This design comes from an exercise in tuning for small area and a short achievable clock period on the open sky130 flow, not from production work. Function was checked by simulation only, so behaviour that the tests miss may differ from the original. Power is estimated from default activity; no workload was simulated.

==> inputs of v12 <==
==> flow/design.v (excerpt) <==
module calc_top (
  input  logic                      clk_i,
  input  logic                      rst_n_i,
  input  logic                      dispatch_v_i,
  input  logic [32-1:0]       instr_i,
  input  logic [32-1:0]       rs1_data_i,
  input  logic [32-1:0]       rs2_data_i,
  input  logic                      flush_i,
  output logic                      wb_v_o,
  output logic [5-1:0] wb_rd_addr_o,
  output logic [32-1:0]       wb_data_o
);
  localparam NX = 51;
  logic [2:0]                                   ex_f3;
  logic                                         ex_sub;
  logic                                         ex_sra;
  logic                                         ex_mul;
  logic [5-1:0]                    ex_rd;
  logic [32-1:0]                          ex_op_a;
  logic [32-1:0]                          ex_op_b;
  logic                                         ex_v;
  logic [32-1:0]                          int_data;
  logic [32-1:0]                          mul_s;
  ...
export LEC_CHECK = 0
export ABC_CLOCK_PERIOD_IN_PS = 3000
export CAP_MARGIN = 20
export CORE_MARGIN = 2
export CORE_UTILIZATION = 48
export CTS_BUF_LIST = sky130_fd_sc_hd__clkbuf_8
export SETUP_SLACK_MARGIN = 4.2
export SLEW_MARGIN = 20
export TNS_END_PERCENT = 5
create_clock -name core_clock -period 8.0 [get_ports {clk_i}]
standard.sh (not shown) runs the stock make flow with config.mk's settings and CLKGATE_MAP_FILE= SYNTH_SCRIPT=/design/flow/synth_recipe.tcl, a recipe that flattens the netlist after the stock synthesis.
==> flow/flow/run.sh <==
#!/bin/bash
# The standard layout (the standard.sh, all ORFS stages unchanged) with
# one change: the ports are buffered with buf_2 cells instead of the cell
# buffer_ports picks on its own (clkdlybuf4s50_1). Every port still gets
# its own buffer. make's full output goes to flow_make.log here; each ORFS
# step keeps its own log under orfs/logs/.
set -euo pipefail
bash standard.sh "BUFFER_PORTS_ARGS=-buffer_cell sky130_fd_sc_hd__buf_2" finish > flow_make.log 2>&1
==> v24: changes against v12 <==
Settings changed: CORE_UTILIZATION 48 to 40, SETUP_SLACK_MARGIN 4.2 to 3.8.
==> v4: changes against v12 <==
==> flow/run.sh (new file) <==
#!/bin/bash
# synth_recipe.tcl (not shown) runs the flow's synth.tcl, then flattens the netlist and writes it again
# the make line also repeats each setting of config.mk as NAME=value (left out here)
make -C /OpenROAD-flow-scripts/flow DESIGN_CONFIG=/design/flow/config.mk WORK_HOME=/design/flow/orfs CLKGATE_MAP_FILE= SYNTH_SCRIPT=/design/flow/synth_recipe.tcl finish
Settings changed: CORE_UTILIZATION 48 to 40, CTS_BUF_LIST sky130_fd_sc_hd__clkbuf_8 to not set, SETUP_SLACK_MARGIN 4.2 to 4.8, TNS_END_PERCENT 5 to not set.
removed: flow/flow/run.sh
removed: flow/standard.sh
==> comparison <==
- v12 finished with timing, DRC and antenna clean. v4 finished with timing, DRC and antenna clean. v24 completed with no timing, DRC or antenna violations.
- Against v24, the clock skew of v4 is lower by 0.029 ns.
- In die area, v4 and v24 do not differ.
- The lowest design area belongs to v24, the highest to v4.
- Global-route usage: v24 < v4 < v12.
- Critical path depth is the same in v4 and v12.
- The lowest sequential share of layout area belongs to v4, the highest to v24.
- First-iteration DRC count, lowest first: v24, v4, v12.
- In synthesized cell count, v12 and v4 do not differ.
- Against v12, the utilization of v4 is higher by 1.8 points.
- In flip-flop and latch count, v24 and v12 do not differ.
==> figures <==
|  | v24 | v4 | v12 |
|---|---|---|---|
| Switching part of the total power | 39.70% | 39.99% | 40.63% |
| Clock network power | 1290 µW | 1250 µW | 1330 µW |
| X dimension of the die | 266.8 µm | 266.8 µm | 243.9 µm |
| Endpoint of the lowest-slack register-to-register path | completion_pipe_i.data_r[18] | completion_pipe_i.data_r[18] | completion_pipe_i.data_r[23] |
| Placed Cells incl. Taps | 4,061 | 4,059 | 3,954 |
| Final standard cell area without fillers | 29,860 µm² | 38,600 µm² | 30,890 µm² |
| Final core occ | 43.61% | 56.38% | 54.56% |
| Clock latency reported for the late side of the worst-skew pair | 0.67 ns | 0.58 ns | 0.68 ns |
| Hold Path Origin | completion_pipe_i.data_r[46] | completion_pipe_i.data_r[48] | completion_pipe_i.data_r[44] |
| Clock tree root driver cell | clkbuf_8 | clkbuf_16 | clkbuf_8 |
| GR Util met2 | 50.88% | 55.26% | 61.77% |
| Internal portion of total power | 2467 µW | 2826 µW | 2542 µW |
| Antenna cell count | 0 | 2 | 5 |
| Fraction of final layout cells with drive strength greater than 1 | 13.44% | 33.58% | 16.14% |
| Routability congestion estimate | 1.023 | 1.004 | 1.072 |
| Die H | 266.8 µm | 266.8 µm | 243.9 µm |
| Termination of the worst setup path | completion_pipe_i.data_r[18] | completion_pipe_i.data_r[18] | completion_pipe_i.data_r[23] |
| Status | finished clean | finished clean | finished clean |
| Initial DRC Count | 3,438 | 4,286 | 4,424 |
| Power dissipated in sequential cells | 1480 µW | 1490 µW | 1490 µW |
| Power attributed to combinational cells | 1320 µW | 1970 µW | 1460 µW |

[static timing again, ports no longer ideal]
No port has a modelled driver above. Below, the same layouts with a new extraction and two added sets of constraints.
Step 1, drivers: a clkbuf_16 drives clk_i and a buf_2 each remaining input, both assumed.
Step 2 times the ports against the registers' clock, not the clock port: input delays grow and output delays shrink by t, the midpoint of the rising clock arrivals with the driver on.
Slacks: ideal / step 1 / step 2; pairs: ideal / step 1.
| run | t (ns) | slack for setup (ns) | worst setup path after step 2 |
|---|---|---|---|
| v12 | 0.709 | 4.084 / 4.084 / 3.507 | input to register |
| v24 | 0.706 | 3.694 / 3.694 / 3.368 | input to register |
| v4 | 0.639 | 4.310 / 4.310 / 4.002 | input to register |
After both steps every run listed still meets setup and hold. The setup slack of v12, which loses most, moves by 0.000 ns with the drivers and by -0.577 ns with both steps.
